Context: an optimization exercise on an open-source flow, tuned for small area and a short achievable clock period. The choices shown serve that exercise and are no tape-out recipe. The RTL was checked by simulation tests, not by an equivalence proof against the original design. Power figures rest on the tool's default switching activity, not on a simulated workload.

**flow/flow/run.sh**
```bash
#!/bin/bash
# Own layout flow: the standard synthesis, then the combinational logic between the
# registers is mapped again by ABC (registers, their names and cell types are kept as
# the standard synthesis made them): the logic in front of the rgb registers for delay,
# the rest for area. Then the standard layout steps from floorplan to finish.
set -euo pipefail
WORK=$(pwd)
HERE=$(cd "$(dirname "$0")" && pwd)
R=$WORK/orfs/results/$FLOW_PLATFORM/foosball_top/base
LIB=$FLOW_HOME/platforms/$FLOW_PLATFORM/lib/sky130_fd_sc_hd__tt_025C_1v80.lib
YOSYS=$FLOW_HOME/../tools/install/yosys/bin/yosys
[ -x "$YOSYS" ] || YOSYS=$(command -v yosys)

CRIT_SCRIPT=${CRIT_SCRIPT:-abc_speed.script}
REST_SCRIPT=${REST_SCRIPT:-abc_area.script}
LAYOUT_ARGS=()
[ -f "$HERE/flow.env" ] && source "$HERE/flow.env"

# 1. standard synthesis
bash standard.sh synth > "$WORK/log_1_synth.log" 2>&1
cp "$R/1_2_yosys.v" "$WORK/std_1_2_yosys.v"

# 2. remap the combinational logic
python3 "$HERE/genmodels.py" "$LIB" > "$WORK/comb_models.v"
DU=""
for c in $(sed -n '/DONT_USE_CELLS += /,/^$/p' "$FLOW_HOME/platforms/$FLOW_PLATFORM/config.mk" | grep -o 'sky130_fd_sc_hd__[a-z0-9_]*'); do
   DU="$DU -dont_use $c"
done
printf 'set_driving_cell sky130_fd_sc_hd__buf_1\nset_load 5\n' > "$WORK/abc.constr"
cat > "$WORK/remap.ys" <<EOY
read_liberty -lib $LIB
read_verilog $WORK/std_1_2_yosys.v
hierarchy -top $FLOW_TOP
techmap -map $WORK/comb_models.v
techmap
opt -purge
select -set dw c:u_render.* %ci1:+sky130_fd_sc_hd__dfrtp_1[D] w:* %i
select -set crit @dw %ci*:-sky130_fd_sc_hd__dfrtp_1,sky130_fd_sc_hd__dfstp_2
select -set critg @crit t:\$_* %i
abc -liberty $LIB $DU -constr $WORK/abc.constr -script $HERE/$CRIT_SCRIPT @critg
abc -liberty $LIB $DU -constr $WORK/abc.constr -script $HERE/$REST_SCRIPT t:\$_*
opt_clean -purge
chtype -map sky130_fd_sc_hd__clkinv_1 sky130_fd_sc_hd__inv_1
opt_merge -share_all t:sky130_fd_sc_hd__df* %n
opt_clean -purge
hilomap -singleton -hicell sky130_fd_sc_hd__conb_1 HI -locell sky130_fd_sc_hd__conb_1 LO
insbuf -buf sky130_fd_sc_hd__buf_4 A X
splitnets
opt_clean -purge
tee -o $WORK/remap_stat.txt stat -liberty $LIB
check -assert -mapped
write_verilog -noattr -noexpr -nohex -nodec $WORK/remap_1_2_yosys.v
EOY
"$YOSYS" -s "$WORK/remap.ys" > "$WORK/log_2_remap.log" 2>&1
python3 "$HERE/netfix.py" "$WORK/remap_1_2_yosys.v" "$WORK/netfix_1_2_yosys.v" > "$WORK/log_2_netfix.log" 2>&1
cp "$WORK/netfix_1_2_yosys.v" "$R/1_2_yosys.v"
rm -f "$R/1_synth.odb" "$R/1_synth.sdc"

# 3. the standard layout from the remapped netlist
bash standard.sh "${LAYOUT_ARGS[@]}" finish > "$WORK/log_3_layout.log" 2>&1
```
**flow/flow/abc_area.script**
```
strash
dc2
balance; rewrite; refactor; balance; rewrite; rewrite -z; balance; refactor -z; rewrite -z; balance
balance; resub -K 6; rewrite; resub -K 6 -N 2; refactor; resub -K 8; balance; resub -K 8 -N 2; rewrite; resub -K 10; rewrite -z; resub -K 10 -N 2; balance; resub -K 12; refactor -z; resub -K 12 -N 2; rewrite -z; balance
dch -f
amap
topo
```
**flow/flow/abc_rest.script**
```
strash
dc2
balance; rewrite; refactor; balance; rewrite; rewrite -z; balance; refactor -z; rewrite -z; balance
balance; resub -K 6; rewrite; resub -K 6 -N 2; refactor; resub -K 8; balance; resub -K 8 -N 2; rewrite; resub -K 10; rewrite -z; resub -K 10 -N 2; balance; resub -K 12; refactor -z; resub -K 12 -N 2; rewrite -z; balance
dch -f
map -D 2500
topo
```
**flow/flow/abc_speed.script**
```
strash
dc2
balance; rewrite; refactor; balance; rewrite; rewrite -z; balance; refactor -z; rewrite -z; balance
dch -f
map
topo
stime -p
buffer -p
upsize
dnsize
stime -p
```
**flow/flow/flow.env**
```
LAYOUT_ARGS=("BUFFER_PORTS_ARGS=-buffer_cell sky130_fd_sc_hd__buf_2" "SETUP_SLACK_MARGIN=8.9" "CTS_ARGS=-sink_clustering_enable -repair_clock_nets -dont_use_dummy_load")
```
**flow/flow/genmodels.py**
```python
import re, sys
lib = open(sys.argv[1]).read()
out = []
# split into cells
for m in re.finditer(r'\n\s*cell\s*\(\s*"?([\w]+)"?\s*\)\s*\{', lib):
    name = m.group(1)
    start = m.end()
    depth = 1; i = start
    while depth:
        c = lib[i]
        if c == '{': depth += 1
        elif c == '}': depth -= 1
        i += 1
    body = lib[start:i]
    if re.search(r'\b(ff|latch|statetable|ff_bank)\s*\(', body):
        continue
    pins = []
    for pm in re.finditer(r'\n\s*pin\s*\(\s*"?(\w+)"?\s*\)\s*\{', body):
        ps = pm.end(); d = 1; j = ps
        while d:
            c = body[j]
            if c == '{': d += 1
            elif c == '}': d -= 1
            j += 1
        pb = body[ps:j]
        dm = re.search(r'direction\s*:\s*"?(\w+)"?', pb)
        fm = re.search(r'\bfunction\s*:\s*"([^"]*)"', pb)
        pins.append((pm.group(1), dm.group(1) if dm else None, fm.group(1) if fm else None))
    ins = [p for p in pins if p[1] == 'input']
    outs = [p for p in pins if p[1] == 'output']
    if not outs or any(o[2] is None for o in outs):
        continue
    bad = False
    lines = []
    for o in outs:
        f = o[2].replace('+', '|').replace('*', '&')
        f = re.sub(r"(\w+)'", r"(!\1)", f)
        if re.search(r'VPWR|VGND|KAPWR|LOWLV|SLEEP', f):
            bad = True
        lines.append(f"  assign {o[0]} = {f};")
    if bad:
        continue
    ports = [p[0] for p in ins] + [o[0] for o in outs]
    s = f"module {name}({', '.join(ports)});\n"
    for p in ins:
        s += f"  input {p[0]};\n"
    for o in outs:
        s += f"  output {o[0]};\n"
    s += "\n".join(lines) + "\nendmodule\n"
    out.append(s)
print("\n".join(out))
```
**flow/flow/netfix.py**
```python
#!/usr/bin/env python3
"""Peephole clean-up of a mapped netlist written by yosys write_verilog:
an inverter fed by another inverter is removed and its loads are moved to the
first inverter's input; inverters left without loads are removed too."""
import re, sys

src = open(sys.argv[1]).read()
cell_re = re.compile(r'^  (sky130_fd_sc_hd__\w+)\s+(\S+)\s*\((.*?)\);\n', re.S | re.M)
pin_re = re.compile(r'\.(\w+)\(([^()]*)\)')
OUTS = ('X', 'Y', 'Q', 'Q_N', 'SUM', 'COUT', 'HI', 'LO')

cells = []
for m in cell_re.finditer(src):
    pins = [(p, n.strip()) for p, n in pin_re.findall(m.group(3))]
    cells.append({'type': m.group(1), 'name': m.group(2), 'pins': pins, 'span': m.span(), 'dead': False})

keep = set()
for m in re.finditer(r'^\s*(?:input|output|inout)\s+(?:\[[^\]]*\]\s*)?([^;]+);', src, re.M):
    for n in m.group(1).split(','):
        keep.add(n.strip())
for m in re.finditer(r'^\s*assign\s+(.*?)\s*=\s*(.*?);', src, re.M):
    keep.add(m.group(1).strip())
    keep.add(m.group(2).strip())
def is_kept(net):
    return net in keep or net.split('[')[0].strip() in keep

def is_inv(c):
    return re.match(r'sky130_fd_sc_hd__(clk)?inv_\d+$', c['type']) is not None

drv = {}
loads = {}
def index():
    drv.clear(); loads.clear()
    for i, c in enumerate(cells):
        if c['dead']:
            continue
        for p, n in c['pins']:
            if p in OUTS:
                drv[n] = i
            else:
                loads.setdefault(n, []).append(i)
index()

changed = True
removed = 0
while changed:
    changed = False
    for b in cells:
        if b['dead'] or not is_inv(b):
            continue
        pa = dict(b['pins'])
        ai = drv.get(pa['A'])
        if ai is None:
            continue
        a = cells[ai]
        if not is_inv(a):
            continue
        x = dict(a['pins'])['A']
        y = pa['Y']
        if is_kept(y):
            continue
        for li in loads.get(y, []):
            c = cells[li]
            c['pins'] = [(p, x if (n == y and p not in OUTS) else n) for p, n in c['pins']]
        b['dead'] = True
        removed += 1
        index()
        ay = dict(a['pins'])['Y']
        if not loads.get(ay) and not is_kept(ay):
            a['dead'] = True
            removed += 1
            index()
        changed = True

out = []
pos = 0
for c in cells:
    s, e = c['span']
    out.append(src[pos:s])
    if not c['dead']:
        body = ',\n'.join(f'    .{p}({n}{" " if n.startswith(chr(92)) else ""})' for p, n in c['pins'])
        out.append(f"  {c['type']} {c['name']} (\n{body}\n  );\n")
    pos = e
out.append(src[pos:])
open(sys.argv[2], 'w').write(''.join(out))
print(f'netfix: removed {removed} inverters', file=sys.stderr)
```
**flow/standard.sh**
```bash
#!/bin/bash
# synth_recipe.tcl (not shown) runs the flow's synth.tcl, then flattens the netlist and writes it again
# the make line also repeats each setting of config.mk as NAME=value (left out here)
make -C /OpenROAD-flow-scripts/flow DESIGN_CONFIG=/design/flow/config.mk WORK_HOME=/design/flow/orfs CLKGATE_MAP_FILE= SYNTH_SCRIPT=/design/flow/synth_recipe.tcl "${@:-finish}"
```
**flow/config.mk**
```make
export PLATFORM = sky130hd
export DESIGN_NAME = foosball_top
export DESIGN_NICKNAME = foosball_top
export VERILOG_FILES = /design/flow/design.v
export SDC_FILE = /design/flow/constraint.sdc
export NUM_CORES = 4
export LEC_CHECK = 0
export CAP_MARGIN = 20
export CORE_MARGIN = 2
export CORE_UTILIZATION = 40
export SLEW_MARGIN = 20
```
**flow/constraint.sdc**
```tcl
create_clock -name core_clock -period 13.0 [get_ports {clk}]
set_input_delay 2.6000 -clock core_clock [delete_from_list [all_inputs] [get_ports {clk}]]
set_output_delay 2.6000 -clock core_clock [all_outputs]
set_load 0.01 [all_outputs]
```
**flow/design.v**
```verilog
package game_cfg_pkg;
   localparam int refresh_default = 255;     
   localparam int field_bottom = 479;        
   localparam int rod_len       = 100;       
   localparam int rod_thick     = 10;        
   localparam int rod_step      = 10;        
   localparam int rod_start_top = 260;
   localparam int left_rod_x    = 5;         
   localparam int right_rod_x   = 625;       
   localparam int ball_start  = 300;         
   localparam int ball_radius = 8;
   localparam int ball_speed  = 3;           
   localparam int serve_h     = 4;           
   localparam int serve_v     = 3;           
   localparam int goal_low      = 140;
   localparam int goal_high     = 340;
   localparam int wall_gap_low  = 200;
   localparam int wall_gap_high = 280;
   localparam int top_bounce    = 20;
   localparam int bottom_bounce = 460;
   localparam logic [2:0] col_field     = 3'b010;  
   localparam logic [2:0] col_frame     = 3'b111;  
   localparam logic [2:0] col_left_rod  = 3'b001;  
   localparam logic [2:0] col_right_rod = 3'b100;  
   localparam logic [2:0] col_ball      = 3'b111;  
   localparam logic [2:0] col_blank     = 3'b000;
endpackage
package game_types_pkg;
   typedef logic signed [10:0] coord_t;
   typedef logic signed [3:0] vel_t;         
   typedef logic [2:0] rgb_t;                
   typedef struct packed {
      logic up;
      logic down;
   } rod_btn_t;
   typedef struct packed {
      logic [9:0] x;                         
      logic [8:0] y;                         
      logic       video_on;                  
   } pixel_t;
   typedef struct packed {
      coord_t x;
      coord_t y;
   } ball_t;
endpackage
`timescale 1ns/1ps
module game_ctrl (
   input  logic clk,
   input  logic reset,
   input  logic goal_right_mouth,  
   input  logic goal_left_mouth,   
   output logic frame_tick,        
   output logic serve_left,        
   output logic score1,
   output logic score2
);
   logic [7:0] lfsr;
   logic       low_zero;
   assign low_zero = (lfsr[6:0] == 7'd0);
   always_ff @(posedge clk or posedge reset)
   begin
      if (reset)
      begin
         lfsr       <= 8'd0;
         frame_tick <= 1'b1;
      end
      else
      begin
         lfsr       <= {lfsr[6:0], lfsr[7] ^ lfsr[5] ^ lfsr[4] ^ lfsr[3] ^ low_zero};
         frame_tick <= low_zero && lfsr[7];
      end
   end
   logic goal_q;
   always_ff @(posedge clk or posedge reset)
   begin
      if (reset)
      begin
         serve_left <= 1'b0;
         goal_q     <= 1'b0;
      end
      else
      begin
         goal_q <= goal_right_mouth || goal_left_mouth;
         if (goal_right_mouth)
            serve_left <= 1'b0;
         else if (goal_left_mouth)
            serve_left <= 1'b1;
      end
   end
   assign score1 = goal_q && !serve_left;
   assign score2 = goal_q && serve_left;
endmodule
`timescale 1ns/1ps
module rod_mover (
   input  logic       clk,
   input  logic       reset,
   input  logic       frame_tick,
   input  logic [1:0] btn,           
   output logic [7:0] rod_half       
);
   always_ff @(posedge clk or posedge reset)
   begin
      if (reset)
         rod_half <= 8'd130;
      else if (frame_tick)
      begin
         if (btn[1] && (rod_half != 8'd5))         
            rod_half <= rod_half - 8'd5;
         else if (btn[0] && (rod_half != 8'd185))
            rod_half <= rod_half + 8'd5;
      end
   end
endmodule
`timescale 1ns/1ps
module ball_mover (
   input  logic               clk,
   input  logic               reset,
   input  logic               frame_tick,
   input  logic               serve,
   input  logic               serve_left,
   input  logic [7:0]         left_half,     
   input  logic [7:0]         right_half,
   output logic [10:0]        xl,            
   output logic [10:0]        yl,
   output logic               goal_right_mouth,
   output logic               goal_left_mouth
);
   logic v_zero, vx_neg, vx_4, vy_neg;
   logic in_mouth, off_gap, top_wall, bot_wall, x_right, x_left;
   logic x_hit_r, x_hit_l;
   assign in_mouth = (yl >= 11'd132) && (yl <= 11'd332);     
   assign off_gap  = !((yl >= 11'd192) && (yl <= 11'd272));  
   assign top_wall = (yl <= 11'd11) || (yl >= 11'd1016);     
   assign bot_wall = (yl >= 11'd453) && (yl <= 11'd1015);    
   assign x_right  = (xl >= 11'd622) && (xl <= 11'd1015);    
   assign x_left   = (xl >= 11'd1016) && (xl <= 11'd2043);   
   assign x_hit_r  = (xl >= 11'd614) && (xl <= 11'd622);     
   assign x_hit_l  = (xl >= 11'd4) && (xl <= 11'd9);         
   logic [7:0] t_sel;
   logic [8:0] w;
   logic       y_hit;
   assign t_sel = xl[9] ? right_half : left_half;
   assign w     = {1'b0, yl[8:1]} - {1'b0, t_sel} + 9'd4;       
   assign y_hit = (yl[10:9] == 2'b00) && ((w <= 9'd49) || (w == 9'd50 && !yl[0]));
   logic hit_right, hit_left;
   assign hit_right = y_hit && x_hit_r;
   assign hit_left  = y_hit && x_hit_l;
   assign goal_right_mouth = frame_tick && in_mouth && (xl >= 11'd629) && (xl <= 11'd1015);   
   assign goal_left_mouth  = frame_tick && in_mouth && x_left;
   logic goal, move;
   assign goal = goal_right_mouth || goal_left_mouth;
   assign move = frame_tick && !v_zero;
   logic [3:0]  xa, ya;
   logic [10:0] tx, ty;
   logic [10:0] xl_next, yl_next;
   assign xa = {1'b0, xl[2:0]} + (vx_neg ? (vx_4 ? 4'd4 : 4'd5) : (vx_4 ? 4'd4 : 4'd3));
   assign ya = {1'b0, yl[2:0]} + (vy_neg ? 4'd5 : 4'd3);
   always_comb
   begin
      tx[3] = move && (xa[3] ^ vx_neg);
      ty[3] = move && (ya[3] ^ vy_neg);
      for (int i = 4; i < 11; i++)
      begin
         tx[i] = tx[i-1] && (xl[i-1] ^ vx_neg);
         ty[i] = ty[i-1] && (yl[i-1] ^ vy_neg);
      end
      xl_next[2:0] = move ? xa[2:0] : xl[2:0];
      yl_next[2:0] = move ? ya[2:0] : yl[2:0];
      for (int i = 3; i < 11; i++)
      begin
         xl_next[i] = xl[i] ^ tx[i];
         yl_next[i] = yl[i] ^ ty[i];
      end
   end
   always_ff @(posedge clk or posedge reset)
   begin
      if (reset)
      begin
         xl <= 11'd292;
         yl <= 11'd292;
      end
      else if (goal)
      begin
         xl <= 11'd292;
         yl <= 11'd292;
      end
      else
      begin
         xl <= xl_next;
         yl <= yl_next;
      end
   end
   always_ff @(posedge clk or posedge reset)
   begin
      if (reset)
      begin
         v_zero <= 1'b1;
         vx_neg <= 1'b0;
         vx_4   <= 1'b0;
         vy_neg <= 1'b0;
      end
      else if (serve)
      begin
         v_zero <= 1'b0;
         vx_neg <= serve_left;
         vx_4   <= 1'b1;
         vy_neg <= serve_left;
      end
      else if (frame_tick)
      begin
         if (goal)
            v_zero <= 1'b1;
         if (top_wall)
            vy_neg <= 1'b0;
         else if (bot_wall)
            vy_neg <= 1'b1;
         if (!top_wall && !bot_wall && x_right && off_gap)
         begin
            vx_neg <= 1'b1;
            vx_4   <= 1'b0;
         end
         else if (!top_wall && !bot_wall && x_left && off_gap)
         begin
            vx_neg <= 1'b0;
            vx_4   <= 1'b0;
         end
         else if (hit_right)
         begin
            vx_neg <= 1'b1;
            vx_4   <= 1'b0;
         end
         else if (hit_left)
         begin
            vx_neg <= 1'b0;
            vx_4   <= 1'b0;
         end
      end
   end
endmodule
`timescale 1ns/1ps
module pixel_renderer (
   input  logic               clk,
   input  logic               reset,
   input  logic [19:0]        pix,
   input  logic [10:0]        xl,            
   input  logic [10:0]        yl,
   input  logic [7:0]         left_half,
   input  logic [7:0]         right_half,
   output logic [2:0]         rgb
);
   function automatic logic ge8c(input logic [7:0] a, input logic [7:0] b, input logic cin);
      logic c;
      c = cin;
      for (int i = 0; i < 8; i++)
         c = (a[i] & ~b[i]) | ((a[i] | ~b[i]) & c);
      ge8c = c;
   endfunction
   function automatic logic sum_zero6(input logic [5:0] p, input logic [5:0] q, input logic cin);
      logic ok;
      ok = !(p[0] ^ q[0] ^ cin);
      for (int i = 1; i < 6; i++)
         ok = ok & ((p[i] ^ q[i]) == (p[i-1] | q[i-1]));
      sum_zero6 = ok;
   endfunction
   logic [9:0] px;
   logic [8:0] py;
   logic       vo;
   assign px = pix[19:10];
   assign py = pix[9:1];
   assign vo = pix[0];
   logic on_frame, on_left, on_right, on_ball;
   logic f_top, f_bot, f_lft, f_rgt, f_rows;
   assign f_top  = (py[8:3] == 6'd0) && (!py[2] || (!py[1] && !py[0]));           
   assign f_bot  = py[8] && py[7] && py[6]
                   && (py[5] || (py[4] && py[3] && (py[2] || (py[1] && py[0]))));   
   assign f_lft  = (px[9:3] == 7'd0) && (!px[2] || (!px[1] && !px[0]));           
   assign f_rgt  = px[9] && (px[6:3] == 4'hf) && (px[2] || (px[1] && px[0]));     
   assign f_rows = (py < 9'd140) || (py > 9'd340);
   assign on_frame = f_top || f_bot || (f_rows && (f_lft || f_rgt));
   logic [7:0] q, qm;
   logic       q_low;
   assign q     = py[8:1];
   assign qm    = q - 8'd50;
   assign q_low = (q < 8'd50);
   logic [7:0] t_side;
   logic       on_rows;
   assign t_side  = px[9] ? right_half : left_half;
   assign on_rows = ge8c(q, t_side, py[0]) && (q_low || !ge8c(qm, t_side, 1'b1));
   assign on_left  = on_rows && (px[9:4] == 6'd0) && (px[3:0] > 4'd5) && (px[3:0] < 4'd15);    
   assign on_right = on_rows && px[9] && (px[6:4] == 3'd7)
                     && (px[3:0] > 4'd1) && (px[3:0] < 4'd11);                             
   logic [5:0] ax, ay;             
   logic       hx, hy;
   assign ax = {1'b0, px[4:0]} - {1'b0, xl[4:0]};
   assign ay = {1'b0, py[4:0]} - {1'b0, yl[4:0]};
   assign hx = sum_zero6({1'b0, px[9:5]}, ~xl[10:5], !ax[5]);
   assign hy = sum_zero6({2'b00, py[8:5]}, ~yl[10:5], !ay[5]);
   logic [3:0] adx, ady;
   assign adx = (ax[4] || ax[3]) ? 4'(ax[3:0] - 4'd8) : 4'(4'd8 - ax[3:0]);
   assign ady = (ay[4] || ay[3]) ? 4'(ay[3:0] - 4'd8) : 4'(4'd8 - ay[3:0]);
   logic inx, iny;
   assign inx = hx && (!ax[4] || ax[3:0] == 4'd0);
   assign iny = hy && (!ay[4] || ay[3:0] == 4'd0);
   logic [3:0] wmax;
   always_comb
   begin
      case (ady)
         4'd0:                wmax = 4'd8;
         4'd1, 4'd2, 4'd3:    wmax = 4'd7;
         4'd4, 4'd5:          wmax = 4'd6;
         4'd6:                wmax = 4'd5;
         4'd7:                wmax = 4'd3;
         default:             wmax = 4'd0;
      endcase
   end
   assign on_ball = inx && iny && (adx <= wmax);
   logic [2:0] col_nb_next;
   assign col_nb_next[0] = vo && (on_frame || on_left);                 
   assign col_nb_next[1] = vo && !on_left && !on_right;                 
   assign col_nb_next[2] = vo && (on_frame || on_right);                
   logic       ball_q;
   logic [2:0] col_nb_q;
   always_ff @(posedge clk or posedge reset)
   begin
      if (reset)
      begin
         ball_q   <= 1'b0;
         col_nb_q <= 3'b000;
      end
      else
      begin
         ball_q   <= on_ball;
         col_nb_q <= col_nb_next;
      end
   end
   logic field_q;                          
   assign field_q = col_nb_q[1] && !col_nb_q[0];
   assign rgb = ball_q ? {3{field_q}} : col_nb_q;
endmodule
`timescale 1ns/1ps
module foosball_top (
   input  logic                     clk,
   input  logic                     reset,
   input  logic                     stop_ball,
   input  game_types_pkg::rod_btn_t left_btn,
   input  game_types_pkg::rod_btn_t right_btn,
   input  game_types_pkg::pixel_t   pix,
   output game_types_pkg::rgb_t     rgb,
   output logic                     score1,
   output logic                     score2
);
   logic frame_tick, serve_left;
   logic goal_right_mouth, goal_left_mouth;
   logic [7:0] left_half, right_half;
   logic [10:0] xl, yl;
   game_ctrl u_ctrl (
      .clk              (clk),
      .reset            (reset),
      .goal_right_mouth (goal_right_mouth),
      .goal_left_mouth  (goal_left_mouth),
      .frame_tick       (frame_tick),
      .serve_left       (serve_left),
      .score1           (score1),
      .score2           (score2)
   );
   rod_mover left_rod  (.clk(clk), .reset(reset), .frame_tick(frame_tick),
                        .btn(left_btn), .rod_half(left_half));
   rod_mover right_rod (.clk(clk), .reset(reset), .frame_tick(frame_tick),
                        .btn(right_btn), .rod_half(right_half));
   ball_mover u_ball (
      .clk              (clk),
      .reset            (reset),
      .frame_tick       (frame_tick),
      .serve            (stop_ball),
      .serve_left       (serve_left),
      .left_half        (left_half),
      .right_half       (right_half),
      .xl               (xl),
      .yl               (yl),
      .goal_right_mouth (goal_right_mouth),
      .goal_left_mouth  (goal_left_mouth)
   );
   pixel_renderer u_render (
      .clk        (clk),
      .reset      (reset),
      .pix        (pix),
      .xl         (xl),
      .yl         (yl),
      .left_half  (left_half),
      .right_half (right_half),
      .rgb        (rgb)
   );
endmodule
```
==> impl_metrics.yaml, run 1 <==
layout:
  multi_input_area_um2: 3050
  seqCellArea_um2: 1440
  area_growth_pct: 12.4
  nets: 792
  drive_gt1_share_pct: 10.9
  fillers: 1193
  instances_no_fill: 910
  diodes: 0
power_and_ir_drop:
  p_seq_share_pct: 42.7
  power_frac_comb_pct: 11.6
  total_leakage_power_nw: 2.46
  clkPwrFrac_pct: 45.6
  power_switching_mw: 0.105
  power.density_nw_per_um2: 76.7
  power.share.switching_pct: 24.9
  p_int_mw: 0.316
  peakVddDrop_v: 0.0000732
synthesis:
  synth.cell_area_um2: 4880
  syn_avg_cell_area_um2: 6.75
  synth.yosys.warnings: 4
  synth_cells: 723
  synth_nets: 750
floorplanning:
  coreArea_um2: 12000
  die_w_um: 114
  start_util_pct: 40.8
  die_area_um2: 13100
  die_h_um: 114
  num_rows: 40
  io_pins: 32
drt:
  viasPerCell: 5.93
  vias: 5397
  wl_mm: 14.6
  remaining_drc_errors: 0
  drtPass1Iterations: 7
  first_iter_violations: 342
  wl_per_cell_um: 16.0
  ant_nets: 0
global_routing:
  grt_pass1_vias: 4903
  grt_use_total_pct: 22.8
  overflow: 0
  grt_pass1_wl_mm: 23.8
  grt_antenna_before_repair: 0
  grt_max_degree: 58
cts:
  cts_tree: "built"
  cts_buffers: 9
  clk_path_buf_depth: 2
  clk_latency_ns: 0.33
  clock_sinks: 57
  cts-root-buf: "clkbuf_16"
  h-tree-depth: 3
  clk_pin_slew_ns: 0.04
setup_path:
  cp-end-kind: "flop"
  start_kind: "primary input"
  critPathKind: "primary input to flop"
  crit_required_ns: 13.26
  cp_max_fo: 18
  cp.arrival_ns: 4.23
status:
  status: "complete, no violations"
place:
  dp_hpwl_mm: 11.0
  gp_congestion: 0.916
  port_buffers: 31
  dp.cells: 901
timing:
  final_hold_viol_count: 0
  fin_worst_skew_ns: 0.0114
  setup_viol: 0
  finalCritPeriodShare_pct: 30.5
  fin_crit_ns: 3.97
  slew_viol_final: 0
  worst_pin_slew_ns: 0.748
  fin_tns_setup_ns: 0
  slew_headroom_pct: 50.1
  fmaxAchievable_mhz: 252
  rsz0062_at_grt: "yes"
flow_run:
  drv_cap: 0
min_path:
  min-delay-path-class: "flop to flop"
## metal layers
layer | global-route usage (%) | share of wire (%)
met5 | 0 | 0
met4 | 9.11 | 2.3
met2 | 36.6 | 45
met1 | 31.0 | 47
met3 | 3.39 | 5.8
## power groups by stage
stage	clock, mW	sequential [mW]	combinational (mW)
after global routing	0.206	0.180	0.0549
after CTS	0.199	0.180	0.0474
after floorplan	0	0.182	0.0323
after detailed placement	0	0.182	0.0473
after global placement	0	0.182	0.0465
final	0.192	0.180	0.0489
## critical path, stage by stage
cell and delay (ns):
clkbuf_4 0.20, nand2_1 0.08, o21ai_1 0.12, o221ai_1 0.21, a21oi_1 0.10, a221oi_2 0.19
o221ai_1 0.16, a221oi_2 0.34, nand4_1 0.14, nand2_1 0.08
## area by class of cell
cell class | count | share of cell area (%)
multi-input combinational | 554 | 55.6
inverter | 111 | 7.60
tap | 147 | 3.35
clock buffer | 9 | 4.11
sequential | 57 | 26.3
timing repair buffer | 32 | 3.06
## stage by stage
step                      util, %  area [um2]  total power [mW]  setup slack, ns  hold slack (ns)
after floorplan                 -        4880             0.214             9.02            0.354
after global placement       43.6        5220             0.229             8.72            0.362
after detailed placement     43.6        5220             0.230             8.64            0.366
after CTS                    45.5        5440             0.426             8.98            0.376
after global routing         45.8        5480             0.440             8.80            0.387
final                        45.8        5480             0.421             9.03            0.373
## final timing paths
| check | from | cells past startpoint | slack, ns | to |
|---|---|---|---|---|
| worst max-delay path | pix[19] | 10 | 9.03 | u_render.col_nb_q[0]$_DFF_PP0_ |
| worst max register to register | u_ball.xl[9]$_DFF_PP0_ | 15 | 9.23 | u_ball.vx_neg$_DFFE_PP0P_ |
| max in group asynchronous | reset | 3 | 10.02 | u_render.col_nb_q[2]$_DFF_PP0_ |
| worst min register to register | u_ctrl.lfsr[5]$_DFF_PP0_ | 0 | 0.37 | u_ctrl.lfsr[6]$_DFF_PP0_ |
| worst min-delay path | u_ctrl.lfsr[5]$_DFF_PP0_ | 0 | 0.37 | u_ctrl.lfsr[6]$_DFF_PP0_ |
| min in group asynchronous | reset | 3 | 2.48 | u_ctrl.lfsr[2]$_DFF_PP0_ |
## flip-flops by register name, indices dropped and copies added, names as in the netlist
register,flops
u_ball.vx_4,1
u_render.ball_q,1
u_ctrl.frame_tick,1
u_ball.vx_neg,1
u_ball.xl,11
u_ball.yl,11
u_ball.v_zero,1
u_ctrl.goal_q,1
u_render.col_nb_q,3
u_ctrl.lfsr,8
right_rod.rod_half,8
left_rod.rod_half,8
u_ball.vy_neg,1
u_ctrl.serve_left,1
## placed cells by master, fill, tap and decap left out, types with 7 or more instances in the layout
master and count:
a211oi_1 11, a21oi_1 46, a221oi_1 7, a22oi_1 7
a31oi_1 10, buf_2 29, clkbuf_16 9, dfrtp_1 45
dfstp_2 12, inv_1 102, inv_2 9, nand2_1 118
nand3_1 15, nand4_1 14, nor2_1 95, nor3_1 26
nor4_1 12, o21ai_0 71, o221ai_1 11, o22ai_1 25
## repair_timing
action / 4_1_cts / 5_1_grt
gates resized for setup: 0 / 9
setup endpoints to repair: 0 / 6
setup buffers: 0 / 0
hold buffers: 0 / 0
==> run 2: changes to the inputs <==
==> flow/flow/flow.env (replaced) <==
LAYOUT_ARGS=("BUFFER_PORTS_ARGS=-buffer_cell sky130_fd_sc_hd__buf_2" "SETUP_SLACK_MARGIN=8.9" "CTS_ARGS=-repair_clock_nets -dont_use_dummy_load")
==> impl_metrics.yaml, run 2 <==
drt:
  wl_mm: 14.6
  drtPass1Iterations: 7
  first_iter_violations: 342
  vias: 5397
  ant_nets: 0
  wl_per_cell_um: 16.0
  viasPerCell: 5.93
  remaining_drc_errors: 0
global_routing:
  overflow: 0
  grt_use_total_pct: 22.8
  grt_pass1_wl_mm: 23.8
  grt_max_degree: 58
  grt_pass1_vias: 4903
  grt_antenna_before_repair: 0
layout:
  diodes: 0
  area_growth_pct: 12.4
  seqCellArea_um2: 1440
  final_cell_mix: "118 x nand2_1, 102 x inv_1, 95 x nor2_1"
  drive_gt1_share_pct: 10.9
  reg_top3: "u_ball.xl: 11 flops, u_ball.yl: 11 flops"
  nets: 792
  final_common_cell: "nand2_1"
  instances_no_fill: 910
  fillers: 1193
  fin_util_pct: 45.8
  multi_input_area_um2: 3050
timing:
  worst_pin_slew_ns: 0.748
  finalCritPeriodShare_pct: 30.5
  fmaxAchievable_mhz: 252
  slew_viol_final: 0
  fin_crit_ns: 3.97
  slew_headroom_pct: 50.1
  setup_viol: 0
  finalWorstSetupSlack_ns: 9.03
  fin_tns_setup_ns: 0
  final_hold_viol_count: 0
  fin_worst_skew_ns: 0.0114
  rsz0062_at_grt: "yes"
setup_path:
  cp.arrival_ns: 4.23
  cp-end-kind: "flop"
  cp_slowest_stage_delay_ns: 0.34
  crit_required_ns: 13.26
  cpMaxStageDelayCell: "a221oi_2"
  critPathLaunch: "pix[19]"
  start_kind: "primary input"
  cp_max_fo: 18
  critPathKind: "primary input to flop"
  crit_chain: "clkbuf_4, nand2_1, o21ai_1, o221ai_1, a21oi_1, a221oi_2, o221ai_1, a221oi_2, nand4_1, nand2_1"
  rr_startpoint: "u_ball.xl[9]$_DFF_PP0_"
floorplanning:
  start_util_pct: 40.8
  io_pins: 32
  die_h_um: 114
  die_area_um2: 13100
  coreArea_um2: 12000
  die_w_um: 114
  num_rows: 40
cts:
  cts-root-buf: "clkbuf_16"
  clk_latency_ns: 0.33
  clock_sinks: 57
  clk_pin_slew_ns: 0.04
  cts_buffers: 9
  clk_path_buf_depth: 2
  cts_tree: "built"
  h-tree-depth: 3
  postCtsResizedCells: 0
  hold_buffers: 0
  cts_setup_buffers: 0
synthesis:
  synth.yosys.warnings: 4
  synth_nets: 750
  syn_avg_cell_area_um2: 6.75
  synth_cells: 723
  synth.cell_area_um2: 4880
place:
  gp_congestion: 0.916
  pre_cts_ws_ns: 8.64
  port_buffers: 31
  dp.cells: 901
  dp_hpwl_mm: 11.0
min_path:
  hp-start: "u_ctrl.lfsr[5]$_DFF_PP0_"
  min-delay-path-class: "flop to flop"
power_and_ir_drop:
  power.density_nw_per_um2: 76.7
  total_leakage_power_nw: 2.46
  peakVddDrop_v: 0.0000732
flow_run:
  drv_cap: 0
status:
  status: "complete, no violations"
-- run 2: area by class of cell --
| cell class | instances | area share, % |
|---|---|---|
| well taps | 147 | 3.35 |
| inverters | 111 | 7.60 |
| multi-input cells | 554 | 55.6 |
| clock buffers | 9 | 4.11 |
| repair buffers | 32 | 3.06 |
| flip-flops and latches | 57 | 26.3 |
-- run 2: layer usage --
metal | GRT usage [%] | up-vias | part of all wire (%)
met4 | 9.11 | 0 | 2.3
met5 | 0 | - | 0
li1 | - | 2672 | -
met3 | 3.39 | 28 | 5.8
met1 | 31.0 | 2508 | 47
met2 | 36.6 | 189 | 45
-- run 2: final timing paths --
check | to | slack (ns) | cells after the start
worst min-delay path | u_ctrl.lfsr[6]$_DFF_PP0_ | 0.37 | 0
min in group asynchronous | u_ctrl.lfsr[2]$_DFF_PP0_ | 2.48 | 3
max in group asynchronous | u_render.col_nb_q[2]$_DFF_PP0_ | 10.02 | 3
worst min register to register | u_ctrl.lfsr[6]$_DFF_PP0_ | 0.37 | 0
worst max register to register | u_ball.vx_neg$_DFFE_PP0P_ | 9.23 | 15
worst max-delay path | u_render.col_nb_q[0]$_DFF_PP0_ | 9.03 | 10
-- run 2: critical path, delay by kind of cell --
kind / cells / cell delay (ns)
AOI/OAI and AO/OA: 6 / 1.12
and+or+nand+nor: 3 / 0.30
buffers and inverters: 1 / 0.20
-- run 2: report_power, final --
part	switching [mW]	internal (mW)	total [mW]
sequential	0.000942	0.179	0.180
combinational	0.0322	0.0167	0.0489
clock	0.0716	0.120	0.192
-- run 2: stage by stage --
step	hold WS, ns	cell area [um2]	total power [mW]
after floorplan	0.354	4880	0.214
after global placement	0.362	5220	0.229
after detailed placement	0.366	5220	0.230
after CTS	0.376	5440	0.426
after global routing	0.387	5480	0.440
final	0.373	5480	0.421
==> run 3: changes to the inputs <==
==> flow/flow/flow.env (replaced) <==
LAYOUT_ARGS=("BUFFER_PORTS_ARGS=-buffer_cell sky130_fd_sc_hd__buf_2" "SETUP_SLACK_MARGIN=8.9" "CTS_ARGS=-sink_clustering_enable -repair_clock_nets -dont_use_dummy_load -sink_clustering_size 30 -sink_clustering_max_diameter 150")
==> impl_metrics.yaml, run 3 <==
cts:
  hold_buffers: 0
  cts_buffers: 9
  clk_path_buf_depth: 2
  cts_setup_buffers: 0
  h-tree-depth: 3
  clock_sinks: 57
  clk_pin_slew_ns: 0.04
  clk_latency_ns: 0.33
  cts_tree: "built"
  cts-root-buf: "clkbuf_16"
setup_path:
  cp.arrival_ns: 4.23
  cp_max_fo: 18
  crit_required_ns: 13.26
  cp_slowest_stage_delay_ns: 0.34
  r2r-end: "u_ball.vx_neg$_DFFE_PP0P_"
  reg2reg_depth: 15
  critPathKind: "primary input to flop"
  path_depth: 10
  start_kind: "primary input"
  rr_startpoint: "u_ball.xl[9]$_DFF_PP0_"
  r2r_slack_ns: 9.23
  crit_buf_inv: 1
  cp-end-kind: "flop"
  critPathLaunch: "pix[19]"
  cpMaxStageDelayCell: "a221oi_2"
  crit_chain: "clkbuf_4, nand2_1, o21ai_1, o221ai_1, a21oi_1, a221oi_2, o221ai_1, a221oi_2, nand4_1, nand2_1"
  crit_family: "compound AO/OA/AOI/OAI gates"
  crit_end: "u_render.col_nb_q[0]$_DFF_PP0_"
floorplanning:
  die_area_um2: 13100
  num_rows: 40
  die_w_um: 114
  start_util_pct: 40.8
  coreArea_um2: 12000
  die_h_um: 114
  io_pins: 32
layout:
  reg_top3: "u_ball.xl: 11 flops, u_ball.yl: 11 flops"
  drive_gt1_share_pct: 10.9
  area_growth_pct: 12.4
  diodes: 0
  final_cell_mix: "118 x nand2_1, 102 x inv_1, 95 x nor2_1"
  final_common_cell: "nand2_1"
  nets: 792
power_and_ir_drop:
  total_leakage_power_nw: 2.46
  power_frac_comb_pct: 11.6
  power.share.switching_pct: 24.9
  p_seq_share_pct: 42.7
  clkPwrFrac_pct: 45.6
  peakVddDrop_v: 0.0000732
  p_int_mw: 0.316
  power.density_nw_per_um2: 76.7
  power_switching_mw: 0.105
global_routing:
  grt_max_degree: 58
  grt_use_total_pct: 22.8
  overflow: 0
  grt_antenna_before_repair: 0
  grt_pass1_wl_mm: 23.8
  grt_pass1_vias: 4903
synthesis:
  synth_cells: 723
  synth.cell_area_um2: 4880
  synth_nets: 750
  syn_avg_cell_area_um2: 6.75
  synth.yosys.warnings: 4
drt:
  wl_mm: 14.6
  remaining_drc_errors: 0
  drtPass1Iterations: 7
  vias: 5397
  wl_per_cell_um: 16.0
  first_iter_violations: 342
  viasPerCell: 5.93
  ant_nets: 0
timing:
  worst_pin_slew_ns: 0.748
  rsz0062_at_grt: "yes"
  final_hold_viol_count: 0
  fmaxAchievable_mhz: 252
  fin_tns_setup_ns: 0
  slew_viol_final: 0
  fin_worst_skew_ns: 0.0114
  slew_headroom_pct: 50.1
  whs_ns: 0.373
  setup_viol: 0
  fin_crit_ns: 3.97
  finalCritPeriodShare_pct: 30.5
min_path:
  min-delay-path-class: "flop to flop"
  holdPathStages: 0
place:
  port_buffers: 31
  gp_congestion: 0.916
  dp_hpwl_mm: 11.0
status:
  status: "complete, no violations"
flow_run:
  drv_cap: 0
==> run 3: cell counts in the layout (fill, tap and decap cells not counted) <==
Identical to the previous run, type by type.
==> run 3: stage by stage <==
step	util [%]	area, um2	setup WS (ns)	cells	total power, mW
global route	45.8	5480	8.80	910	0.440
floorplan	-	4880	9.02	723	0.214
global placement	43.6	5220	8.72	901	0.229
CTS	45.5	5440	8.98	910	0.426
detailed placement	43.6	5220	8.64	901	0.230
finish	45.8	5480	9.03	910	0.421
==> run 3: worst min path at each step <==
stage,endpoint,startpoint,slack [ns]
finish,u_ctrl.lfsr[6]$_DFF_PP0_,u_ctrl.lfsr[5]$_DFF_PP0_,0.37
global route,u_ctrl.lfsr[6]$_DFF_PP0_,u_ctrl.lfsr[5]$_DFF_PP0_,0.39
CTS,u_ctrl.lfsr[6]$_DFF_PP0_,u_ctrl.lfsr[5]$_DFF_PP0_,0.38
detailed placement,u_ctrl.lfsr[5]$_DFF_PP0_,u_ctrl.lfsr[4]$_DFF_PP0_,0.37
global placement,u_ctrl.lfsr[6]$_DFF_PP0_,u_ctrl.lfsr[5]$_DFF_PP0_,0.36
floorplan,u_ctrl.lfsr[5]$_DFF_PP0_,u_ctrl.lfsr[4]$_DFF_PP0_,0.35
==> run 3: timing repair <==
action,4_1_cts,5_1_grt
gates resized for setup,0,9
setup endpoints to repair,0,6
hold endpoints to repair,0,0
==> run 3: power by group through the flow <==
stage	Clock (mW)	Combinational, mW	Sequential (mW)
2_1_floorplan	0	0.0323	0.182
3_3_place_gp	0	0.0465	0.182
3_5_place_dp	0	0.0473	0.182
4_1_cts	0.199	0.0474	0.180
5_1_grt	0.206	0.0549	0.180
6_report	0.192	0.0489	0.180
==> run 3: layer usage <==
metal,global-route usage [%],up-vias,wire length [um]
li1,-,2672,-
met1,31.0,2508,6780
met2,36.6,189,6630
met3,3.39,28,842
met4,9.11,0,333
met5,0,-,0
==> run 3: layout make-up <==
type	instances	area, um2
fill	1193	6480
multi-input combinational	554	3050
sequential	57	1440
inverter	111	417
clock buffer	9	225
tap	147	184
timing repair buffer	32	168
==> run 4: changes to the inputs <==
==> flow/flow/flow.env (replaced) <==
LAYOUT_ARGS=("BUFFER_PORTS_ARGS=-buffer_cell sky130_fd_sc_hd__buf_2" "SETUP_SLACK_MARGIN=8.9" "CTS_ARGS=-sink_clustering_enable -repair_clock_nets -dont_use_dummy_load -root_buf sky130_fd_sc_hd__clkbuf_16 -buf_list sky130_fd_sc_hd__clkbuf_8")
--- a/flow/flow/netfix.py
+++ b/flow/flow/netfix.py
@@ -72,6 +72,36 @@
             index()
         changed = True
 
+# a gate whose only load is an inverter becomes the gate of the other polarity
+MERGE = {'nor2_1': 'or2_1', 'nand2_1': 'and2_1', 'nor3_1': 'or3_1', 'nand3_1': 'and3_1',
+         'nor4_1': 'or4_1', 'nand4_1': 'and4_1', 'a21oi_1': 'a21o_1', 'o21ai_0': 'o21a_1',
+         'o21ai_1': 'o21a_1', 'a22oi_1': 'a22o_1', 'o22ai_1': 'o22a_1', 'a211oi_1': 'a211o_1',
+         'o211ai_1': 'o211a_1', 'a31oi_1': 'a31o_1', 'o31ai_1': 'o31a_1', 'xnor2_1': 'xor2_1',
+         'xor2_1': 'xnor2_1', 'nor2b_1': 'or2b_1', 'nand2b_1': 'and2b_1', 'a21boi_0': 'a21bo_1',
+         'o21bai_1': 'o21ba_1', 'nor3b_1': 'or3b_1', 'nand3b_1': 'and3b_1',
+         'a2bb2oi_1': 'a2bb2o_1', 'o2bb2ai_1': 'o2bb2a_1', 'mux2i_1': 'mux2_1'}
+merged = 0
+for b in cells:
+    if b['dead'] or not is_inv(b):
+        continue
+    pa = dict(b['pins'])
+    gi = drv.get(pa['A'])
+    if gi is None:
+        continue
+    g = cells[gi]
+    short = g['type'].replace('sky130_fd_sc_hd__', '')
+    if short not in MERGE:
+        continue
+    n = pa['A']
+    if is_kept(n) or len(loads.get(n, [])) != 1:
+        continue
+    g['type'] = 'sky130_fd_sc_hd__' + MERGE[short]
+    g['pins'] = [(('X' if p in ('Y', 'X') else p), (pa['Y'] if p in ('Y', 'X') else x)) for p, x in g['pins']]
+    b['dead'] = True
+    merged += 1
+    index()
+print(f'netfix: merged {merged} gate and inverter pairs', file=sys.stderr)
+
 out = []
 pos = 0
 for c in cells:
==> impl_metrics.yaml, run 4 <==
setup_path:
  critPathKind: "primary input to flop"
  cp_slowest_stage_delay_ns: 0.21
  cpMaxStageDelayCell: "a2111oi_2"
  cp_max_fo: 6
  cp-end-kind: "flop"
  crit_buf_inv: 2
  crit_family: "compound AO/OA/AOI/OAI gates"
  crit_required_ns: 13.27
  crit_chain: "buf_2, inv_2, nand2_1, o21ai_1, nand2_1, a21oi_1, or2_1, nand2_1, nor2_1, nor2_1, a2111oi_2, o2111ai_1, a21oi_1"
  start_kind: "primary input"
  cpMostUsedCell: "nand2_1"
  cp.arrival_ns: 4.22
global_routing:
  grt_pass1_vias: 4889
  grt_use_total_pct: 23.8
  overflow: 0
  grt_pass1_wl_mm: 24.4
  grtUsageMet3_pct: 4.87
  grt_antenna_before_repair: 0
  grtUsageMet2_pct: 36.3
  grt_use_met1_pct: 33.3
  grt_busiest_layer: "met2"
  grt_max_degree: 58
power_and_ir_drop:
  peakVddDrop_v: 0.0000832
  p_total_mw: 0.424
  total_leakage_power_nw: 2.44
  power.density_nw_per_um2: 77.5
min_path:
  min-delay-path-class: "flop to flop"
drt:
  wl_mm: 14.8
  viasPerCell: 5.95
  wl_per_cell_um: 16.3
  ant_nets: 0
  drtPass1Iterations: 5
  first_iter_violations: 551
  vias: 5406
  remaining_drc_errors: 0
timing:
  whs_ns: 0.382
  final_hold_viol_count: 0
  slew_headroom_pct: 45.6
  fin_worst_skew_ns: 0.0133
  finalWorstSetupSlack_ns: 9.05
  setup_viol: 0
  fin_tns_setup_ns: 0
  rsz0062_at_grt: "no"
  finalCritPeriodShare_pct: 30.4
  worst_pin_slew_ns: 0.810
  fin_crit_ns: 3.95
  fmaxAchievable_mhz: 253
  slew_viol_final: 0
place:
  dp_hpwl_mm: 11.0
  dp.cells: 899
  detailed_place.area_um2: 5210
  port_buffers: 31
  pre_cts_ws_ns: 8.62
  gp_congestion: 0.900
floorplanning:
  num_rows: 40
  die_w_um: 114
  die_h_um: 114
  start_util_pct: 40.8
  die_area_um2: 13100
  coreArea_um2: 12000
  io_pins: 32
layout:
  final_common_cell: "nand2_1"
  fin_util_pct: 45.7
  drive_gt1_share_pct: 10.8
  final_area_um2: 5470
  final_cell_mix: "116 x nand2_1, 100 x inv_1, 95 x nor2_1"
  area_growth_pct: 12.2
  fillers: 1236
  instances_no_fill: 908
  reg_top3: "u_ball.xl: 11 flops, u_ball.yl: 11 flops"
  nets: 790
  diodes: 0
cts:
  clk_pin_slew_ns: 0.05
  cts_buffers: 9
  h-tree-depth: 3
  clk_path_buf_depth: 2
  cts-root-buf: "clkbuf_16"
  cts_setup_buffers: 0
  clock_sinks: 57
  cts_tree: "built"
  clk_latency_ns: 0.34
  hold_buffers: 0
flow_run:
  drv_cap: 0
status:
  status: "complete, no violations"
synthesis:
  syn_avg_cell_area_um2: 6.76
  synth_cells: 721
  synth_nets: 748
  synth.cell_area_um2: 4880
  synth.yosys.warnings: 4
## run 4: layer usage
metal | part of all wire [%] | wire length, um
met1 | 46 | 6880
met2 | 45 | 6640
met5 | 0 | 0
met3 | 6.5 | 964
met4 | 2.2 | 319
## run 4: layout make-up
class                      instances  area [um2]  share of cell area, %
timing repair buffer              32         169                   3.09
tap                              147         184                   3.36
multi-input combinational        554        3040                   55.6
inverter                         109         409                   7.48
sequential                        57        1440                   26.3
clock buffer                       9         225                   4.12
## run 4: worst paths after layout
kind,from,end,slack (ns),cells past startpoint
min in group asynchronous,reset,u_ctrl.lfsr[3]$_DFF_PP0_,2.48,3
worst min register to register,u_ctrl.lfsr[2]$_DFF_PP0_,u_ctrl.lfsr[3]$_DFF_PP0_,0.38,0
max in group asynchronous,reset,u_ball.yl[1]$_DFFE_PP0P_,10.02,3
worst max-delay path,pix[2],u_render.ball_q$_DFF_PP0_,9.05,13
worst max register to register,u_ball.xl[9]$_DFF_PP0_,u_ball.vx_neg$_DFFE_PP0P_,9.33,15
worst min-delay path,u_ctrl.lfsr[2]$_DFF_PP0_,u_ctrl.lfsr[3]$_DFF_PP0_,0.38,0
## run 4: timing repair
action	CTS	global route
setup endpoints to repair	0	6
endpoints found under the hold margin	0	0
gates resized for setup	0	9
## run 4: where the power goes
| group | internal (mW) | switching, mW | total, mW |
|---|---|---|---|
| registers | 0.179 | 0.000931 | 0.180 |
| logic | 0.0168 | 0.0324 | 0.0492 |
| clock network | 0.120 | 0.0747 | 0.195 |
## run 4: worst register-to-register path, delay by kind of cell (launching register included)
family	cells	cell delay, ns
buf+inv	1	0.36
compound gates	8	1.60
flops	1	0.69
simple gates	6	0.87
==> run 5: changes to the inputs <==
==> flow/flow/flow.env (replaced) <==
LAYOUT_ARGS=("BUFFER_PORTS_ARGS=-buffer_cell sky130_fd_sc_hd__buf_2" "SETUP_SLACK_MARGIN=9.0" "CTS_ARGS=-sink_clustering_enable -repair_clock_nets -dont_use_dummy_load")
==> impl_metrics.yaml, run 5 <==
setup_path:
  crit_required_ns: 13.27
  cp_slowest_stage_delay_ns: 0.34
  cp.arrival_ns: 4.21
  cp_max_fo: 18
  critPathKind: "primary input to flop"
  crit_buf_inv: 1
  crit_chain: "buf_6, nand2_1, o21ai_2, a22oi_2, a21oi_2, a221oi_2, o221ai_2, a221oi_2, nand4_1, nand2_1"
  crit_family: "compound AO/OA/AOI/OAI gates"
  cpMaxStageDelayCell: "a221oi_2"
  start_kind: "primary input"
  cp-end-kind: "flop"
power_and_ir_drop:
  p_total_mw: 0.427
  peakVddDrop_v: 0.0000832
  power.density_nw_per_um2: 76.3
  total_leakage_power_nw: 2.48
drt:
  vias: 5380
  drtPass1Iterations: 8
  routed.top_layer: "met4"
  wl_mm: 14.8
  remaining_drc_errors: 0
  wl_per_cell_um: 16.3
  ant_nets: 0
  routed-wl-met3_mm: 1.07
  viasPerCell: 5.91
  met2_length_mm: 6.66
  wl_met1_mm: 6.78
  first_iter_violations: 644
layout:
  nets: 793
  area_growth_pct: 14.8
  drive_gt1_share_pct: 14.1
  reg_top3: "u_ball.xl: 11 flops, u_ball.yl: 11 flops"
  final_cell_mix: "111 x nand2_1, 100 x inv_1, 94 x nor2_1"
  final_common_cell: "nand2_1"
  diodes: 0
global_routing:
  grt_pass1_vias: 4889
  overflow: 0
  grt_pass1_wl_mm: 24.5
  grt_use_total_pct: 23.8
  grt_antenna_before_repair: 0
  grt_max_degree: 58
floorplanning:
  die_area_um2: 13100
  coreArea_um2: 12000
  die_w_um: 114
  start_util_pct: 40.8
  io_pins: 32
  num_rows: 40
  die_h_um: 114
cts:
  h-tree-depth: 3
  clock_sinks: 57
  clk_latency_ns: 0.35
  cts_tree: "built"
  clk_pin_slew_ns: 0.05
  clk_path_buf_depth: 2
  cts-root-buf: "clkbuf_16"
  cts_buffers: 9
  hold_buffers: 0
place:
  port_buffers: 31
  pre_cts_ws_ns: 8.62
  dp_hpwl_mm: 11.0
  gp_congestion: 0.900
synthesis:
  syn_avg_cell_area_um2: 6.76
  synth_nets: 748
  synth_cells: 721
  synth.cell_area_um2: 4880
  synth.yosys.warnings: 4
timing:
  finalWorstSetupSlack_ns: 9.06
  fin_worst_skew_ns: 0.0142
  final_hold_viol_count: 0
  finalCritPeriodShare_pct: 30.3
  fmaxAchievable_mhz: 254
  fin_tns_setup_ns: 0
  rsz0062_at_grt: "yes"
  slew_headroom_pct: 48.5
  fin_crit_ns: 3.94
  slew_viol_final: 0
  setup_viol: 0
  worst_pin_slew_ns: 0.767
flow_run:
  drv_cap: 0
status:
  status: "complete, no violations"
min_path:
  min-delay-path-class: "flop to flop"
-- run 5: report_power, final --
group	leakage (nW)	switching (mW)	total, mW	internal [mW]
Combinational	1.65	0.0341	0.0523	0.0182
Clock	0.111	0.0752	0.195	0.120
Sequential	0.714	0.000930	0.180	0.179
Total	2.48	0.110	0.427	0.317
-- run 5: area by class of cell --
class,count,area [um2]
fill,1211,6360
multi-input combinational,554,3140
sequential,57,1440
inverter,109,409
clock buffer,9,225
timing repair buffer,35,194
tap,147,184
-- run 5: worst paths after layout --
path,startpoint,end,slack [ns],cells after the start
worst max-delay path,pix[19],u_render.col_nb_q[0]$_DFF_PP0_,9.06,10
worst min-delay path,u_ctrl.lfsr[2]$_DFF_PP0_,u_ctrl.lfsr[3]$_DFF_PP0_,0.38,0
worst max register to register,u_ball.xl[9]$_DFF_PP0_,u_ball.vx_neg$_DFFE_PP0P_,9.55,15
worst min register to register,u_ctrl.lfsr[2]$_DFF_PP0_,u_ctrl.lfsr[3]$_DFF_PP0_,0.38,0
max in group asynchronous,reset,u_ball.xl[9]$_DFF_PP0_,9.99,3
min in group asynchronous,reset,u_ctrl.lfsr[3]$_DFF_PP0_,2.48,3
-- run 5: per-layer routing --
layer / up-vias / GRT usage [%]
met3: 25 / 4.87
li1: 2682 / -
met2: 195 / 36.3
met4: 0 / 8.70
met1: 2478 / 33.3
met5: - / 0
-- run 5: worst reg2reg max path: cells and delay by family (launching register included) --
| family | cells | cell delay [ns] |
|---|---|---|
| buffers and inverters | 2 | 0.38 |
| AO/OA/AOI/OAI | 8 | 1.59 |
| AND/OR/NAND/NOR | 5 | 0.81 |
| flip-flops | 1 | 0.55 |
-- run 5: metrics by stage --
stage,instances,hold WS (ns),utilization [%],cell area (um2)
5_1_grt,911,0.392,46.8,5600
3_5_place_dp,899,0.370,43.6,5210
2_1_floorplan,721,0.354,-,4880
4_1_cts,908,0.385,45.5,5450
3_3_place_gp,899,0.363,43.6,5210
6_report,911,0.382,46.8,5600
-- run 5: repair_timing --
| item | 4_1_cts | 5_1_grt |
|---|---|---|
| hold endpoints to repair | 0 | 0 |
| resized for setup | 1 | 35 |
| endpoints found under the setup margin | 3 | 9 |
| buffers inserted | 0 | 3 |
| pin swaps | 0 | 11 |
==> run 6: changes to the inputs <==
==> flow/flow/flow.env (replaced) <==
LAYOUT_ARGS=("BUFFER_PORTS_ARGS=-buffer_cell sky130_fd_sc_hd__buf_2" "SETUP_SLACK_MARGIN=8.9" "CTS_ARGS=-sink_clustering_enable -repair_clock_nets -dont_use_dummy_load -root_buf sky130_fd_sc_hd__clkbuf_16 -tree_buf sky130_fd_sc_hd__clkbuf_8 -buf_list sky130_fd_sc_hd__clkbuf_8")
==> impl_metrics.yaml, run 6 <==
status:
  status: "complete, no violations"
synthesis:
  synth_cells: 721
  synth.cell_area_um2: 4880
  synth_nets: 748
  syn_avg_cell_area_um2: 6.76
  synth.yosys.warnings: 4
cts:
  clock_sinks: 57
  h-tree-depth: 3
  cts_buffers: 9
  cts_tree: "built"
  clk_pin_slew_ns: 0.05
  cts_setup_buffers: 0
  hold_buffers: 0
  clk_path_buf_depth: 2
  clk_latency_ns: 0.34
  cts-root-buf: "clkbuf_16"
timing:
  fin_tns_setup_ns: 0
  fmaxAchievable_mhz: 253
  slew_headroom_pct: 45.6
  worst_pin_slew_ns: 0.810
  rsz0062_at_grt: "no"
  fin_crit_ns: 3.95
  final_hold_viol_count: 0
  fin_worst_skew_ns: 0.0133
  slew_viol_final: 0
  finalCritPeriodShare_pct: 30.4
  setup_viol: 0
setup_path:
  crit_end: "u_render.ball_q$_DFF_PP0_"
  cpMostUsedCell: "nand2_1"
  cp_slowest_stage_delay_ns: 0.21
  crit_required_ns: 13.27
  cp.arrival_ns: 4.22
  crit_chain: "buf_2, inv_2, nand2_1, o21ai_1, nand2_1, a21oi_1, or2_1, nand2_1, nor2_1, nor2_1, a2111oi_2, o2111ai_1, a21oi_1"
  cp-end-kind: "flop"
  cpMaxStageDelayCell: "a2111oi_2"
  cp_max_fo: 6
  rr_startpoint: "u_ball.xl[9]$_DFF_PP0_"
  r2r_slack_ns: 9.33
  crit_family: "compound AO/OA/AOI/OAI gates"
  path_depth: 13
  start_kind: "primary input"
  r2r-end: "u_ball.vx_neg$_DFFE_PP0P_"
  crit_buf_inv: 2
  critPathKind: "primary input to flop"
  reg2reg_depth: 15
  critPathLaunch: "pix[2]"
layout:
  fillers: 1236
  drive_gt1_share_pct: 10.8
  diodes: 0
  seqCellArea_um2: 1440
  final_common_cell: "nand2_1"
  area_growth_pct: 12.2
  reg_top3: "u_ball.xl: 11 flops, u_ball.yl: 11 flops"
  multi_input_area_um2: 3040
  nets: 790
  final_cell_mix: "116 x nand2_1, 100 x inv_1, 95 x nor2_1"
drt:
  wl_per_cell_um: 16.3
  viasPerCell: 5.95
  ant_nets: 0
  vias: 5406
  first_iter_violations: 551
  drtPass1Iterations: 5
  remaining_drc_errors: 0
  wl_mm: 14.8
power_and_ir_drop:
  power.density_nw_per_um2: 77.5
  power.share.switching_pct: 25.5
  clkPwrFrac_pct: 46.0
  p_int_mw: 0.316
  p_total_mw: 0.424
  peakVddDrop_v: 0.0000832
  p_seq_share_pct: 42.4
  power_switching_mw: 0.108
  total_leakage_power_nw: 2.44
  power_frac_comb_pct: 11.6
global_routing:
  grt_antenna_before_repair: 0
  grt_pass1_vias: 4889
  grt_use_total_pct: 23.8
  overflow: 0
  grt_max_degree: 58
  grt_pass1_wl_mm: 24.4
floorplanning:
  num_rows: 40
  coreArea_um2: 12000
  io_pins: 32
  die_w_um: 114
  die_area_um2: 13100
  start_util_pct: 40.8
  die_h_um: 114
place:
  port_buffers: 31
  gp_congestion: 0.900
  dp_hpwl_mm: 11.0
flow_run:
  drv_cap: 0
min_path:
  min-delay-path-class: "flop to flop"
[run 6: per-layer routing]
metal	part of all wire, %	GRT usage (%)
met1	46	33.3
met5	0	0
met3	6.5	4.87
met2	45	36.3
met4	2.2	8.70
[run 6: layout make-up]
class | count | area share, %
clock buffers | 9 | 4.12
inverters | 109 | 7.48
multi-input cells | 554 | 55.6
flip-flops and latches | 57 | 26.3
well taps | 147 | 3.36
repair buffers | 32 | 3.09
[run 6: worst min path at each step]
stage | start | end | cells past startpoint
floorplan | u_ctrl.lfsr[4]$_DFF_PP0_ | u_ctrl.lfsr[5]$_DFF_PP0_ | 0
global placement | u_ctrl.lfsr[5]$_DFF_PP0_ | u_ctrl.lfsr[6]$_DFF_PP0_ | 0
detailed placement | u_ctrl.lfsr[1]$_DFF_PP0_ | u_ctrl.lfsr[2]$_DFF_PP0_ | 0
CTS | u_ctrl.lfsr[5]$_DFF_PP0_ | u_ctrl.lfsr[6]$_DFF_PP0_ | 0
global route | u_ctrl.lfsr[5]$_DFF_PP0_ | u_ctrl.lfsr[6]$_DFF_PP0_ | 0
finish | u_ctrl.lfsr[2]$_DFF_PP0_ | u_ctrl.lfsr[3]$_DFF_PP0_ | 0
[run 6: power groups by stage]
stage	Clock [mW]	Combinational (mW)	Sequential [mW]
6_report	0.195	0.0492	0.180
3_5_place_dp	0	0.0476	0.182
4_1_cts	0.199	0.0478	0.180
2_1_floorplan	0	0.0323	0.182
3_3_place_gp	0	0.0468	0.182
5_1_grt	0.209	0.0556	0.180
[run 6: what timing repair did]
item / 4_1_cts / 5_1_grt
hold endpoints to repair: 0 / 0
setup endpoints to repair: 0 / 6
gates resized for setup: 0 / 9
[run 6: per-stage QoR]
step | setup slack (ns) | instance area [um2] | cells | util [%] | hold slack, ns
final | 9.05 | 5470 | 908 | 45.7 | 0.382
after global routing | 8.89 | 5470 | 908 | 45.7 | 0.392
after CTS | 8.97 | 5440 | 908 | 45.5 | 0.385
after detailed placement | 8.62 | 5210 | 899 | 43.6 | 0.370
after global placement | 8.72 | 5210 | 899 | 43.6 | 0.363
after floorplan | 9.02 | 4880 | 721 | - | 0.354
==> run 7: changes to the inputs <==
==> flow/flow/flow.env (replaced) <==
LAYOUT_ARGS=("BUFFER_PORTS_ARGS=-buffer_cell sky130_fd_sc_hd__buf_2" "SETUP_SLACK_MARGIN=8.9" "PLACE_DENSITY=0.8" "CTS_ARGS=-sink_clustering_enable -repair_clock_nets -dont_use_dummy_load -buf_list sky130_fd_sc_hd__clkbuf_8")
==> impl_metrics.yaml, run 7 <==
status:
  status: "complete, no violations"
cts:
  clk_path_buf_depth: 2
  clk_pin_slew_ns: 0.06
  cts_buffers: 9
  cts-root-buf: "clkbuf_8"
  clk_latency_ns: 0.34
  h-tree-depth: 3
  clock_sinks: 57
  cts_tree: "built"
setup_path:
  rr_startpoint: "u_ball.xl[9]$_DFF_PP0_"
  cp.arrival_ns: 4.16
  r2r_slack_ns: 9.30
  r2r-end: "u_ball.vx_neg$_DFFE_PP0P_"
  cp-end-kind: "flop"
  cp_max_fo: 18
  reg2reg_depth: 15
  crit_required_ns: 13.20
  start_kind: "primary input"
  critPathLaunch: "pix[19]"
  critPathKind: "primary input to flop"
place:
  dp_hpwl_mm: 10.1
  detailed_place.area_um2: 5210
  gp_congestion: 0.946
  port_buffers: 31
flow_run:
  drv_cap: 0
layout:
  final_cell_mix: "115 x nand2_1, 100 x inv_1, 95 x nor2_1"
  reg_top3: "u_ball.xl: 11 flops, u_ball.yl: 11 flops"
  nets: 790
  area_growth_pct: 9.77
  drive_gt1_share_pct: 10.8
  diodes: 0
  final_area_um2: 5350
  final_common_cell: "nand2_1"
drt:
  vias: 5474
  wl_per_cell_um: 14.8
  drtPass1Iterations: 5
  remaining_drc_errors: 0
  first_iter_violations: 610
  ant_nets: 0
  wl_mm: 13.4
  viasPerCell: 6.03
timing:
  fin_worst_skew_ns: 0.0154
  fmaxAchievable_mhz: 253
  final_hold_viol_count: 0
  fin_crit_ns: 3.95
  fin_tns_setup_ns: 0
  worst_pin_slew_ns: 0.753
  slew_viol_final: 0
  finalCritPeriodShare_pct: 30.4
  whs_ns: 0.375
  slew_headroom_pct: 49.5
  rsz0062_at_grt: "no"
  setup_viol: 0
min_path:
  min-delay-path-class: "flop to flop"
  min_to: "u_ctrl.lfsr[6]$_DFF_PP0_"
  holdPathStages: 0
  hp-start: "u_ctrl.lfsr[5]$_DFF_PP0_"
power_and_ir_drop:
  p_seq_share_pct: 51.0
  p_int_mw: 0.256
  power_switching_mw: 0.0956
  power.share.switching_pct: 27.2
  power_frac_comb_pct: 13.5
  peakVddDrop_v: 0.0000323
  clkPwrFrac_pct: 35.6
  total_leakage_power_nw: 2.39
  power.density_nw_per_um2: 65.7
global_routing:
  grt_antenna_before_repair: 0
  grt_pass1_wl_mm: 22.1
  overflow: 0
  grt_pass1_vias: 4848
  grt_max_degree: 58
  grt_use_total_pct: 20.7
floorplanning:
  coreArea_um2: 12000
  start_util_pct: 40.8
  die_w_um: 114
  io_pins: 32
  die_h_um: 114
  die_area_um2: 13100
  num_rows: 40
synthesis:
  synth.cell_area_um2: 4880
  synth.yosys.warnings: 4
  syn_avg_cell_area_um2: 6.76
  synth_nets: 748
  synth_cells: 721
## run 7: worst max-delay path by stage
stage                                             endpoint  slack, ns  cells after the start
after detailed placement    u_render.col_nb_q[0]$_DFF_PP0_       8.66                     11
after CTS                   u_render.col_nb_q[0]$_DFF_PP0_       9.00                     11
final                       u_render.col_nb_q[1]$_DFF_PP0_       9.05                      9
after global placement      u_render.col_nb_q[2]$_DFF_PP0_       8.71                     11
after floorplan           left_rod.rod_half[0]$_DFFE_PP0P_       9.02                      1
after global routing             u_render.ball_q$_DFF_PP0_       8.90                     12
## run 7: cell type report
cell class | instances | area, um2
clock buffer | 9 | 124
fill | 1191 | 6610
inverter | 109 | 409
multi-input combinational | 554 | 3030
sequential | 57 | 1440
tap | 147 | 184
timing repair buffer | 32 | 165
## run 7: power by group through the flow
stage | logic [mW] | registers [mW] | clock network [mW]
4_1_cts | 0.0466 | 0.179 | 0.127
6_report | 0.0473 | 0.179 | 0.125
2_1_floorplan | 0.0323 | 0.182 | 0
5_1_grt | 0.0533 | 0.179 | 0.136
3_5_place_dp | 0.0464 | 0.182 | 0
3_3_place_gp | 0.0457 | 0.182 | 0
## run 7: worst max-delay path: stages
cell and delay, ns:
clkbuf_4 0.20, o21ai_1 0.36, o22ai_1 0.14, a21oi_1 0.15
o21ai_1 0.08, nand4_1 0.09, a21oi_1 0.09, o311ai_2 0.30
a31oi_1 0.14
## run 7: what timing repair did
item	CTS	global route
hold buffers	0	0
endpoints found under the setup margin	0	6
buffers inserted	0	0
gates resized for setup	0	5
## run 7: per-stage QoR
stage | utilization, % | power, mW | instances | setup WS [ns]
6_report | 44.8 | 0.352 | 908 | 9.05
5_1_grt | 44.8 | 0.368 | 908 | 8.90
4_1_cts | 44.6 | 0.353 | 908 | 9.00
3_5_place_dp | 43.6 | 0.229 | 899 | 8.66
3_3_place_gp | 43.6 | 0.228 | 899 | 8.71
2_1_floorplan | - | 0.214 | 721 | 9.02
## run 7: routing by layer
| metal | part of all wire (%) | global-route usage, % | wire length [um] |
|---|---|---|---|
| met5 | 0 | 0 | 0 |
| met4 | 2.3 | 8.94 | 310 |
| met2 | 46 | 33.5 | 6230 |
| met1 | 44 | 27.5 | 5850 |
| met3 | 7.8 | 3.02 | 1040 |

-- port drivers added, routing unchanged --
In the flow no input, the clock included, has a driving cell. The finished layouts below were timed again as built, in two steps. Step 1, drivers: a clkbuf_16 drives clk and a buf_2 each remaining input, both assumed. Step 2 moves the port delays by t, midway between the first and last clock arrival at a register: inputs arrive t later, outputs are due t later. That takes back most of the time a late clock gives input paths. Three values: ideal, step 1, step 2; two values: the first two.
| run | t (ns) | setup WS [ns] | hold slack, ns | pins driven straight from the clock port |
|---|---|---|---|---|
| run 1 | 0.363 | 9.031 / 9.035 / 8.672 | 0.373 / 0.373 / 0.373 | 1 |
| run 2 | 0.363 | 9.031 / 9.035 / 8.672 | 0.373 / 0.373 / 0.373 | 1 |
| run 3 | 0.363 | 9.031 / 9.035 / 8.672 | 0.373 / 0.373 / 0.373 | 1 |
| run 4 | 0.377 | 9.054 / 9.047 / 8.677 | 0.382 / 0.382 / 0.382 | 1 |
| run 5 | 0.377 | 9.061 / 9.061 / 8.684 | 0.382 / 0.382 / 0.382 | 1 |
| run 6 | 0.377 | 9.054 / 9.047 / 8.677 | 0.382 / 0.382 / 0.382 | 1 |
| run 7 | 0.368 | 9.046 / 9.047 / 8.679 | 0.375 / 0.375 / 0.375 | 1 |
After both steps setup and hold are still met in every run listed.
